Source: an optimization exercise on an open RTL-to-GDS flow (aim: small area, a short achievable clock period and few clock cycles). Production flows keep margins and buffers that such runs may drop. Function was checked by simulation only, so behaviour that the tests miss may differ from the original. Power figures rest on the tool's default switching activity, not on a simulated workload.

==> design.v <==
package isotp_rx_pkg;
	localparam logic [1:0] OP_ARM   = 2'd0;
	localparam logic [1:0] OP_FRAME = 2'd1;
	localparam logic [1:0] OP_ABORT = 2'd2;
	localparam logic [1:0] KIND_BYTE  = 2'd0;
	localparam logic [1:0] KIND_FLOW  = 2'd1;
	localparam logic [1:0] KIND_ERROR = 2'd2;
	localparam logic [2:0] ERR_SINGLE = 3'd0;
	localparam logic [2:0] ERR_FIRST  = 3'd1;
	localparam logic [2:0] ERR_SEQ    = 3'd2;
	localparam logic [2:0] ERR_SHORT  = 3'd3;
	localparam logic [2:0] ERR_TYPE   = 3'd4;
	localparam logic [3:0] PCI_SINGLE = 4'h0;
	localparam logic [3:0] PCI_FIRST  = 4'h1;
	localparam logic [3:0] PCI_CONSEC = 4'h2;
	localparam logic [3:0] FRAME_BYTES = 4'd8;
	localparam logic [3:0] SF_MAX_LEN  = 4'd7;
	localparam logic [2:0] FF_BYTES    = 3'd6;
	localparam logic [2:0] CF_MAX      = 3'd7;
	localparam int QUEUE_DEPTH = 4;
	localparam int CMD_BITS = 64;
	typedef logic [1:0] fin_t;
	localparam fin_t FIN_NONE   = 2'd0;
	localparam fin_t FIN_FLOW   = 2'd1;
	localparam fin_t FIN_ERROR  = 2'd2;
	localparam fin_t FIN_STREAM = 2'd3;
	typedef struct packed {
		fin_t            fin;
		logic [2:0]      code;
		logic [2:0]      count;
		logic [6:0][7:0] bytes;
	} cmd_t;
	typedef logic [2:0] back_state_t;
	localparam back_state_t B_IDLE   = 3'd0;
	localparam back_state_t B_WRITE  = 3'd1;
	localparam back_state_t B_FINISH = 3'd2;
	localparam back_state_t B_READ   = 3'd3;
	localparam back_state_t B_EMIT   = 3'd4;
endpackage
import isotp_rx_pkg::*;
module isotp_rx_front #(
	parameter int MAX_MESSAGE_BYTES = 64,
	parameter int AW = 6,
	parameter int CW = 7
) (
	input  logic          clk,
	input  logic          arst_n,
	input  logic          accept,
	input  logic [1:0]    op,
	input  logic [3:0]    dlc,
	input  logic [7:0]    byte_0,
	input  logic [7:0]    byte_1,
	input  logic [7:0]    byte_2,
	input  logic [7:0]    byte_3,
	input  logic [7:0]    byte_4,
	input  logic [7:0]    byte_5,
	input  logic [7:0]    byte_6,
	input  logic [7:0]    byte_7,
	output logic          push,
	output isotp_rx_pkg::cmd_t cmd,
	output logic [AW-1:0] cmd_base,
	output logic [CW-1:0] cmd_len
);
	localparam logic [12:0] MAX_TOTAL = 13'(MAX_MESSAGE_BYTES);
	logic          awaiting_q, awaiting_d;
	logic          in_multi_q, in_multi_d;
	logic [CW-1:0] stored_q, stored_d;
	logic [CW-1:0] expected_q, expected_d;
	logic [3:0]    next_seq_q, next_seq_d;
	logic [7:0][7:0] b;
	logic [3:0]      dlc_eff;
	logic [3:0]      dlc_m1;
	logic [3:0]      ftype;
	logic [3:0]      nib;
	logic [11:0]     total;
	logic [CW-1:0]   remaining;
	logic [2:0]      copy;
	logic [CW-1:0]   sum;
	assign b         = {byte_7, byte_6, byte_5, byte_4, byte_3, byte_2, byte_1, byte_0};
	assign dlc_eff   = (dlc > FRAME_BYTES) ? FRAME_BYTES : dlc;
	assign dlc_m1    = dlc_eff - 4'd1;
	assign ftype     = byte_0[7:4];
	assign nib       = byte_0[3:0];
	assign total     = {nib, byte_1};
	assign remaining = expected_q - stored_q;
	assign copy      = (remaining > CW'(CF_MAX)) ? CF_MAX : remaining[2:0];
	assign sum       = stored_q + CW'(copy);
	always_comb begin
		awaiting_d = awaiting_q;
		in_multi_d = in_multi_q;
		stored_d   = stored_q;
		expected_d = expected_q;
		next_seq_d = next_seq_q;
		push       = 1'b0;
		cmd        = '0;
		cmd_base   = '0;
		cmd_len    = '0;
		if (accept) begin
			case (op)
				OP_ARM: begin
					awaiting_d = 1'b1;
					in_multi_d = 1'b0;
					stored_d   = '0;
					expected_d = '0;
					next_seq_d = '0;
				end
				OP_ABORT: begin
					awaiting_d = 1'b0;
					in_multi_d = 1'b0;
					stored_d   = '0;
					expected_d = '0;
				end
				OP_FRAME: begin
					if (awaiting_q && dlc != 4'd0) begin
						push = 1'b1;
						if (ftype == PCI_SINGLE) begin
							if (nib == 4'd0 || nib > SF_MAX_LEN || nib > dlc_m1) begin
								cmd.fin  = FIN_ERROR;
								cmd.code = ERR_SINGLE;
							end else begin
								cmd.fin    = FIN_STREAM;
								cmd.count  = nib[2:0];
								cmd.bytes  = b[7:1];
								cmd_len    = CW'(nib);
								awaiting_d = 1'b0;
								in_multi_d = 1'b0;
								stored_d   = '0;
								expected_d = '0;
							end
						end else if (ftype == PCI_FIRST && dlc_eff == FRAME_BYTES) begin
							if (total <= 12'd7 || {1'b0, total} > MAX_TOTAL) begin
								cmd.fin  = FIN_ERROR;
								cmd.code = ERR_FIRST;
							end else begin
								cmd.fin    = FIN_FLOW;
								cmd.count  = FF_BYTES;
								cmd.bytes  = {8'h00, b[7:2]};
								expected_d = total[CW-1:0];
								stored_d   = CW'(FF_BYTES);
								next_seq_d = 4'd1;
								in_multi_d = 1'b1;
							end
						end else if (ftype == PCI_CONSEC && in_multi_q) begin
							if (nib != next_seq_q) begin
								cmd.fin    = FIN_ERROR;
								cmd.code   = ERR_SEQ;
								in_multi_d = 1'b0;
							end else if ({1'b0, copy} > dlc_m1) begin
								cmd.fin  = FIN_ERROR;
								cmd.code = ERR_SHORT;
							end else begin
								cmd.count  = copy;
								cmd.bytes  = b[7:1];
								cmd_base   = stored_q[AW-1:0];
								next_seq_d = next_seq_q + 4'd1;
								if (sum >= expected_q) begin
									cmd.fin    = FIN_STREAM;
									cmd_len    = expected_q;
									awaiting_d = 1'b0;
									in_multi_d = 1'b0;
									stored_d   = '0;
									expected_d = '0;
								end else begin
									cmd.fin  = FIN_NONE;
									stored_d = sum;
								end
							end
						end else begin
							cmd.fin  = FIN_ERROR;
							cmd.code = ERR_TYPE;
						end
					end
				end
				default: begin
				end
			endcase
		end
	end
	always_ff @(posedge clk or negedge arst_n) begin
		if (!arst_n) begin
			awaiting_q <= 1'b0;
			in_multi_q <= 1'b0;
			stored_q   <= '0;
			expected_q <= '0;
			next_seq_q <= '0;
		end else begin
			awaiting_q <= awaiting_d;
			in_multi_q <= in_multi_d;
			stored_q   <= stored_d;
			expected_q <= expected_d;
			next_seq_q <= next_seq_d;
		end
	end
endmodule
import isotp_rx_pkg::*;
module isotp_rx_queue #(
	parameter int WIDTH = 64
) (
	input  logic             clk,
	input  logic             arst_n,
	input  logic             push,
	input  logic [WIDTH-1:0] push_data,
	output logic             full,
	input  logic             pop,
	output logic [WIDTH-1:0] pop_data,
	output logic             empty
);
	localparam int PW = $clog2(QUEUE_DEPTH);
	localparam int NW = $clog2(QUEUE_DEPTH + 1);
	logic [WIDTH-1:0] entry_q [QUEUE_DEPTH];
	logic [PW-1:0]    wr_ptr_q;
	logic [PW-1:0]    rd_ptr_q;
	logic [NW-1:0]    count_q;
	logic             do_push;
	logic             do_pop;
	assign full     = (count_q == NW'(QUEUE_DEPTH));
	assign empty    = (count_q == '0);
	assign do_push  = push && !full;
	assign do_pop   = pop && !empty;
	assign pop_data = entry_q[rd_ptr_q];
	always_ff @(posedge clk) begin
		if (do_push) begin
			entry_q[wr_ptr_q] <= push_data;
		end
	end
	always_ff @(posedge clk or negedge arst_n) begin
		if (!arst_n) begin
			wr_ptr_q <= '0;
			rd_ptr_q <= '0;
			count_q  <= '0;
		end else begin
			if (do_push) begin
				wr_ptr_q <= wr_ptr_q + PW'(1);
			end
			if (do_pop) begin
				rd_ptr_q <= rd_ptr_q + PW'(1);
			end
			case ({do_push, do_pop})
				2'b10:   count_q <= count_q + NW'(1);
				2'b01:   count_q <= count_q - NW'(1);
				default: count_q <= count_q;
			endcase
		end
	end
endmodule
import isotp_rx_pkg::*;
module isotp_rx_back #(
	parameter int MAX_MESSAGE_BYTES = 64,
	parameter int AW = 6,
	parameter int CW = 7
) (
	input  logic          clk,
	input  logic          arst_n,
	input  logic          q_empty,
	output logic          pop,
	input  isotp_rx_pkg::cmd_t q_cmd,
	input  logic [AW-1:0] q_base,
	input  logic [CW-1:0] q_len,
	output logic          out_valid,
	input  logic          out_ready,
	output logic [1:0]    kind,
	output logic [7:0]    data_byte,
	output logic [5:0]    byte_index,
	output logic [6:0]    msg_length,
	output logic [2:0]    error_code,
	output logic          last
);
	isotp_rx_pkg::back_state_t state_q;
	isotp_rx_pkg::back_state_t state_d;
	isotp_rx_pkg::cmd_t cmd_q;
	logic [AW-1:0] base_q;
	logic [CW-1:0] len_q;
	logic [2:0]    cnt_q, cnt_d;
	logic [AW-1:0] idx_q, idx_d;
	logic [7:0]    mem [MAX_MESSAGE_BYTES];
	logic [7:0]    rd_data_q;
	logic          we;
	logic [AW-1:0] waddr;
	logic          out_free;
	logic          is_last;
	logic          out_load;
	logic [1:0]    load_kind;
	logic [7:0]    load_data;
	logic [5:0]    load_idx;
	logic [6:0]    load_len;
	logic [2:0]    load_code;
	logic          load_last;
	logic [AW+5:0] idx_ext;
	logic [CW+6:0] len_ext;
	logic          out_valid_q;
	logic [1:0]    kind_q;
	logic [7:0]    data_q;
	logic [5:0]    out_idx_q;
	logic [6:0]    out_len_q;
	logic [2:0]    code_q;
	logic          last_q;
	assign out_free = !out_valid_q || out_ready;
	assign waddr    = base_q + AW'(cnt_q);
	assign is_last  = (CW'(idx_q) + CW'(1)) == len_q;
	assign idx_ext  = {6'b0, idx_q};
	assign len_ext  = {7'b0, len_q};
	always_comb begin
		state_d   = state_q;
		cnt_d     = cnt_q;
		idx_d     = idx_q;
		pop       = 1'b0;
		we        = 1'b0;
		out_load  = 1'b0;
		load_kind = KIND_BYTE;
		load_data = '0;
		load_idx  = '0;
		load_len  = '0;
		load_code = '0;
		load_last = 1'b1;
		case (state_q)
			B_IDLE: begin
				if (!q_empty) begin
					pop     = 1'b1;
					cnt_d   = '0;
					state_d = (q_cmd.count != 3'd0) ? B_WRITE : B_FINISH;
				end
			end
			B_WRITE: begin
				we = 1'b1;
				if (cnt_q == cmd_q.count - 3'd1) begin
					state_d = B_FINISH;
				end else begin
					cnt_d = cnt_q + 3'd1;
				end
			end
			B_FINISH: begin
				case (cmd_q.fin)
					FIN_NONE: begin
						state_d = B_IDLE;
					end
					FIN_FLOW: begin
						if (out_free) begin
							out_load  = 1'b1;
							load_kind = KIND_FLOW;
							state_d   = B_IDLE;
						end
					end
					FIN_ERROR: begin
						if (out_free) begin
							out_load  = 1'b1;
							load_kind = KIND_ERROR;
							load_code = cmd_q.code;
							state_d   = B_IDLE;
						end
					end
					FIN_STREAM: begin
						idx_d   = '0;
						state_d = B_READ;
					end
					default: begin
						state_d = B_IDLE;
					end
				endcase
			end
			B_READ: begin
				state_d = B_EMIT;
			end
			B_EMIT: begin
				if (out_free) begin
					out_load  = 1'b1;
					load_kind = KIND_BYTE;
					load_data = rd_data_q;
					load_idx  = idx_ext[5:0];
					load_len  = len_ext[6:0];
					load_last = is_last;
					if (is_last) begin
						state_d = B_IDLE;
					end else begin
						idx_d   = idx_q + AW'(1);
						state_d = B_READ;
					end
				end
			end
			default: begin
				state_d = B_IDLE;
			end
		endcase
	end
	always_ff @(posedge clk or negedge arst_n) begin
		if (!arst_n) begin
			state_q <= B_IDLE;
			cnt_q   <= '0;
			idx_q   <= '0;
		end else begin
			state_q <= state_d;
			cnt_q   <= cnt_d;
			idx_q   <= idx_d;
		end
	end
	always_ff @(posedge clk) begin
		if (pop) begin
			cmd_q  <= q_cmd;
			base_q <= q_base;
			len_q  <= q_len;
		end
	end
	always_ff @(posedge clk) begin
		if (we) begin
			mem[waddr] <= cmd_q.bytes[cnt_q];
		end
		rd_data_q <= mem[idx_q];
	end
	always_ff @(posedge clk or negedge arst_n) begin
		if (!arst_n) begin
			out_valid_q <= 1'b0;
		end else if (out_load) begin
			out_valid_q <= 1'b1;
		end else if (out_ready) begin
			out_valid_q <= 1'b0;
		end
	end
	always_ff @(posedge clk) begin
		if (out_load) begin
			kind_q    <= load_kind;
			data_q    <= load_data;
			out_idx_q <= load_idx;
			out_len_q <= load_len;
			code_q    <= load_code;
			last_q    <= load_last;
		end
	end
	assign out_valid  = out_valid_q;
	assign kind       = kind_q;
	assign data_byte  = data_q;
	assign byte_index = out_idx_q;
	assign msg_length = out_len_q;
	assign error_code = code_q;
	assign last       = last_q;
endmodule
import isotp_rx_pkg::*;
module isotp_receive_reassembler #(
	parameter int MAX_MESSAGE_BYTES = 64
) (
	input  logic       clk,
	input  logic       arst_n,
	input  logic       in_valid,
	output logic       in_ready,
	input  logic [1:0] op,
	input  logic [3:0] dlc,
	input  logic [7:0] byte_0,
	input  logic [7:0] byte_1,
	input  logic [7:0] byte_2,
	input  logic [7:0] byte_3,
	input  logic [7:0] byte_4,
	input  logic [7:0] byte_5,
	input  logic [7:0] byte_6,
	input  logic [7:0] byte_7,
	output logic       out_valid,
	input  logic       out_ready,
	output logic [1:0] kind,
	output logic [7:0] data_byte,
	output logic [5:0] byte_index,
	output logic [6:0] msg_length,
	output logic [2:0] error_code,
	output logic       last
);
	localparam int AW = $clog2(MAX_MESSAGE_BYTES);
	localparam int CW = $clog2(MAX_MESSAGE_BYTES + 1);
	localparam int QW = CMD_BITS + AW + CW;
	logic          accept;
	logic          f_push;
	isotp_rx_pkg::cmd_t f_cmd;
	logic [AW-1:0] f_base;
	logic [CW-1:0] f_len;
	logic          q_full;
	logic          q_empty;
	logic          q_pop;
	logic [QW-1:0] q_data;
	isotp_rx_pkg::cmd_t b_cmd;
	logic [AW-1:0] b_base;
	logic [CW-1:0] b_len;
	assign in_ready = !q_full;
	assign accept   = in_valid && in_ready;
	assign {b_cmd, b_base, b_len} = q_data;
	isotp_rx_front #(
		.MAX_MESSAGE_BYTES(MAX_MESSAGE_BYTES),
		.AW(AW),
		.CW(CW)
	) u_front (
		.clk      (clk),
		.arst_n   (arst_n),
		.accept   (accept),
		.op       (op),
		.dlc      (dlc),
		.byte_0   (byte_0),
		.byte_1   (byte_1),
		.byte_2   (byte_2),
		.byte_3   (byte_3),
		.byte_4   (byte_4),
		.byte_5   (byte_5),
		.byte_6   (byte_6),
		.byte_7   (byte_7),
		.push     (f_push),
		.cmd      (f_cmd),
		.cmd_base (f_base),
		.cmd_len  (f_len)
	);
	isotp_rx_queue #(
		.WIDTH(QW)
	) u_queue (
		.clk       (clk),
		.arst_n    (arst_n),
		.push      (f_push),
		.push_data ({f_cmd, f_base, f_len}),
		.full      (q_full),
		.pop       (q_pop),
		.pop_data  (q_data),
		.empty     (q_empty)
	);
	isotp_rx_back #(
		.MAX_MESSAGE_BYTES(MAX_MESSAGE_BYTES),
		.AW(AW),
		.CW(CW)
	) u_back (
		.clk        (clk),
		.arst_n     (arst_n),
		.q_empty    (q_empty),
		.pop        (q_pop),
		.q_cmd      (b_cmd),
		.q_base     (b_base),
		.q_len      (b_len),
		.out_valid  (out_valid),
		.out_ready  (out_ready),
		.kind       (kind),
		.data_byte  (data_byte),
		.byte_index (byte_index),
		.msg_length (msg_length),
		.error_code (error_code),
		.last       (last)
	);
endmodule
==> run.sh <==
#!/bin/bash
# synth_recipe.tcl (not shown) runs the flow's synth.tcl, then flattens the netlist and writes it again
# the make line also repeats each setting of config.mk as NAME=value (left out here)
make -C /OpenROAD-flow-scripts/flow DESIGN_CONFIG=/design/flow/config.mk WORK_HOME=/design/flow/orfs CLKGATE_MAP_FILE= SYNTH_SCRIPT=/design/flow/synth_recipe.tcl finish
==> config.mk <==
export PLATFORM = sky130hd
export DESIGN_NAME = isotp_receive_reassembler
export DESIGN_NICKNAME = isotp_receive_reassembler
export VERILOG_FILES = /design/flow/design.v
export SDC_FILE = /design/flow/constraint.sdc
export NUM_CORES = 4
export LEC_CHECK = 0
export CAP_MARGIN = 20
export CORE_MARGIN = 2
export CORE_UTILIZATION = 40
export SLEW_MARGIN = 20
==> constraint.sdc <==
create_clock -name core_clock -period 7.0 [get_ports {clk}]
set_input_delay 1.4000 -clock core_clock [delete_from_list [all_inputs] [get_ports {clk}]]
set_output_delay 1.4000 -clock core_clock [all_outputs]
set_load 0.01 [all_outputs]
==> impl_results.md <==
- Fillers: 7962
- Core area: 96850 um2
- Vias in the first global route: 20190
- Count leader, synth: edfxtp_1
- CTS buffer count: 101
- R2R depth: 23
- Mux cell area share after synthesis: 15.15%
- Setup ws final: 1.188 ns
- Compound-Gate Fraction of Synth Area: 2.636%
- Area growth from synthesis to layout: 15.03%
- Minimum clock period: 5.812 ns
- Synthesized area: 39210 um2
- CTS sink count: 972
- Final net count: 2264
- Xor/xnor cell area share of the yosys netlist: 0.9956%
- WP data arrival: 6.37 ns
- CP Max Fanout: 8
- Unrepaired setup endpoints after global routing: false
- Worst Tran Pin Value: 1.028 ns
- Seq pwr share: 43.9%
- Syn Inst Count: 1996
- Outcome: complete, no violations
- Top FF cell, synth: edfxtp_1
- FF+latch area: 28930 um2
- Hold Crit Depth: 1
- Pre-antenna DRT Iters: 5
- Area contributors post-synth: edfxtp_1 (71%), mux4_2 (15%), dfrtp_1 (2.6%)
- Critical Path End Type: register
- GR Util All Layers: 17.57%
- First-pass GRT wire length: 130800 um
- Slew Viols, Final: 0
- Dominant cell type by area after synthesis: edfxtp_1
- Endpoints failing hold: 0
- Tot Pwr: 20090 uW
- Synthesized-area fraction occupied by and/or/nand/nor cells: 4.413%
- Die area: 100500 um2
- Critical path class: register to register
- Top post-synthesis cells by count: edfxtp_1 (924), mux4_2 (253), nor2_1 (164)
- Post-synth top area share: 70.76%
- Power per Cell Area: 445.3 nW/um2
- Post-synth EDFFs: 924
- Cell Rows: 114
- Final ANT Viol Nets: 0
- Comb power frac: 29.9%
- Setup Buffers After CTS: 0
- Sw Share: 32.26%
- Clock latency (worst-skew pair): 0.66 ns
- Internal Power: 13610 uW
- Fraction of layout cells with a size suffix above 1: 20.88%
- Psw: 6479 uW
- Die W: 317.1 um
- Final period utilization: 83.03%
- Reg2reg end: u_front.stored_q[5]$_DFFE_PN0P_
- Peak Freq: 172.1 MHz
- WHS: 0.4954 ns
- GRT Residual Overflow: 0
- Worst slack, placed: 1.324 ns
- Vias: 19400
- Inserted Diodes: 0
- Final setup viols: 0
- Worst Hold Launch: u_queue.count_q[2]$_DFFE_PN0P_
- Synth Register Bits: 972
- Sequential share of the synthesized area: 73.73%
- Die Ht: 317.1 um
- Critical path required time: 7.56 ns
- RR Startpoint: u_front.expected_q[0]$_DFFE_PN0P_
- Final WL: 87960 um
- CTS H-tree lvls: 3
- Root buf cell: clkbuf_16
- Clk network pwr share: 26.2%
- Post-CTS Resized: 0
- # port buffers: 102
- DRC viols: 0
- Avg WL per Cell: 25.11 um
- Worst hold path type: register to register
- CP Launch Type: register
- Multi-input gate area: 9856 um2
- Clock-pin slew on the worst setup and hold paths: 0.06 ns
- Worst Skew: 0.02158 ns
- Synth Area in Adders: 1.640%
- Relative slew slack: 31.33%
- Avg Cell Area, Syn: 19.64 um2
- Main combinational cell family by area after synthesis: multiplexers
- Initial Utilization: 40.49%
- Setup TNS: 0 ns
- Register-to-register setup slack: 1.19 ns
- Mapped Nets: 2119
- Largest net degree at the start of global routing: 116
- Post-synth cell types: 64
- Initial antenna violation count: 1
- Warnings from Yosys: 3
- Leak: 0.01439 uW
- GP Congestion: 0.8458
- Max-cap violations: 0
- TritonCTS clock tree: done
- HPWL Detailed: 54000 um
- Hold buffer count at cts: 0
- First-iteration detailed-routing DRC count: 1905
- Ys async rst share: 4.115%
- Io pins: 103
- Max IR drop VDD: 0.0004926 V
- WHS Endpoint: u_queue.count_q[2]$_DFFE_PN0P_
- Via-to-Cell Ratio: 5.539
- Clock buffer depth: 3
power by group through the flow:
stage	sequential, uW	clock (uW)	combinational, uW
after detailed placement	8950	0	6080
final	8820	5260	6010
after CTS	8840	5370	6100
after floorplan	8690	0	4030
after global routing	8900	5590	6520
after global placement	8920	0	5930
worst max-delay path by stage:
stage	start	to	cells past startpoint
floorplan	u_front.expected_q[0]$_DFFE_PN0P_	u_front.stored_q[5]$_DFFE_PN0P_	23
global placement	u_front.expected_q[0]$_DFFE_PN0P_	u_front.expected_q[0]$_DFFE_PN0P_	22
detailed placement	u_front.expected_q[0]$_DFFE_PN0P_	u_front.stored_q[5]$_DFFE_PN0P_	23
CTS	u_front.expected_q[0]$_DFFE_PN0P_	u_front.stored_q[5]$_DFFE_PN0P_	23
global route	u_front.expected_q[0]$_DFFE_PN0P_	u_front.stored_q[5]$_DFFE_PN0P_	23
finish	u_front.expected_q[0]$_DFFE_PN0P_	u_front.stored_q[5]$_DFFE_PN0P_	23
layer usage:
metal | vias to the layer above | wire length [um] | track usage, %
met5 | - | 0 | 0
met4 | 0 | 1989 | 4.823
met3 | 135 | 4490 | 2.419
met2 | 644 | 43840 | 29.32
met1 | 10220 | 37640 | 24.36
li1 | 8404 | - | -
flip-flops by register name, indices dropped and copies added (netlist names), 2 cells and up:
signal,flops
u_back.mem,512
u_queue.entry_q,308
u_back.cmd_q,64
u_back.data_q,8
u_back.rd_data_q,8
u_back.len_q,7
u_back.out_len_q,7
u_front.expected_q,7
u_front.stored_q,7
u_back.base_q,6
u_back.idx_q,6
u_back.out_idx_q,6
u_front.next_seq_q,4
u_back.cnt_q,3
u_back.code_q,3
u_back.state_q,3
u_queue.count_q,3
u_back.kind_q,2
u_queue.rd_ptr_q,2
u_queue.wr_ptr_q,2
layout make-up:
class                           instances  area share, %
Tap cell                             1276          3.540
Timing Repair Buffer                  137          2.924
Multi-Input combinational cell        895          21.85
Sequential cell                       972          64.13
Clock buffer                          136          6.097
Inverter                               34         0.2830
Clock inverter                         53          1.171
critical path, cell delays in order, from the launching register on:
cell	delay [ns]
dfrtp_1	0.41
inv_1	0.10
ha_1	0.21
fa_1	0.26
nor2b_1	0.08
o31a_1	0.26
or4_1	0.40
o311a_1	0.16
nand2_1	0.16
o21ai_0	0.13
fa_1	0.45
inv_1	0.08
a21oi_1	0.08
nor2_1	0.20
nand3_1	0.13
xnor2_1	0.23
ha_1	0.29
and3_1	0.19
a221o_1	0.30
a31oi_1	0.55
and2_1	0.33
o2111ai_1	0.20
a2111o_1	0.41
o211ai_1	0.11
cell families (layout without fill, tap and decap cells):
family | after synthesis | after routing
buf+inv | 129 | 360
simple gates | 371 | 371
fa+ha+maj | 49 | 49
flops | 972 | 972
compound gates | 155 | 155
xor+xnor | 43 | 43
mux | 277 | 277
per-stage QoR:
step	utilization (%)	std cells	instance area (um2)
after floorplan	-	1996	39210
after global placement	43.16	3313	41800
after detailed placement	43.16	3313	41800
after CTS	46.55	3502	45080
after global routing	46.57	3503	45100
final	46.57	3503	45100
cells in the final DEF (no fill, tap or decap), types with 6 or more instances in the layout:
master / count
o21ai_0: 13
clkdlybuf4s50_1: 101
clkbuf_1: 27
a21oi_4: 9
nand2_1: 68
o21a_1: 6
edfxtp_1: 924
nand2b_1: 9
buf_4: 33
dfrtp_1: 35
nor2_1: 164
nor2b_1: 13
clkinv_2: 16
xor2_1: 22
inv_1: 33
a21oi_1: 33
and2_1: 24
dfxtp_1: 8
ha_1: 45
mux2i_1: 23
mux4_2: 253
a22oi_1: 48
nand3_1: 18
and3_1: 34
clkbuf_8: 7
clkbuf_16: 102
xnor2_1: 20
a31oi_1: 8
bufinv_16: 7
clkinv_1: 13
nor3_1: 11
Testbench counts, summed over its fixed seeds: cycles 48,291.

## port drivers added, routing unchanged
In the flow no input, the clock included, has a driving cell. The finished layout below was timed again as built, in two steps. Step 1 sets driving cells, clkbuf_16 on the clock port and buf_2 on the other inputs (assumed; they add their load-dependent delay and slew). Step 2 times the ports against the registers' clock, not the clock port: input delays grow and output delays shrink by t, the midpoint of the rising clock arrivals with the driver on. Three values: ideal ports, drivers, drivers and shift; two values: the first two.
shift t [ns]: 0.721
setup slack, ns: 1.188 / 1.188 / 1.188
latest minus earliest clock arrival (ns): 0.024 / 0.024
worst register clock-pin slew, ns: 0.07 / 0.07
After both steps setup and hold are still met in this run. The setup slack of this run moves by 0.000 ns with the drivers and by 0.000 ns with both steps.
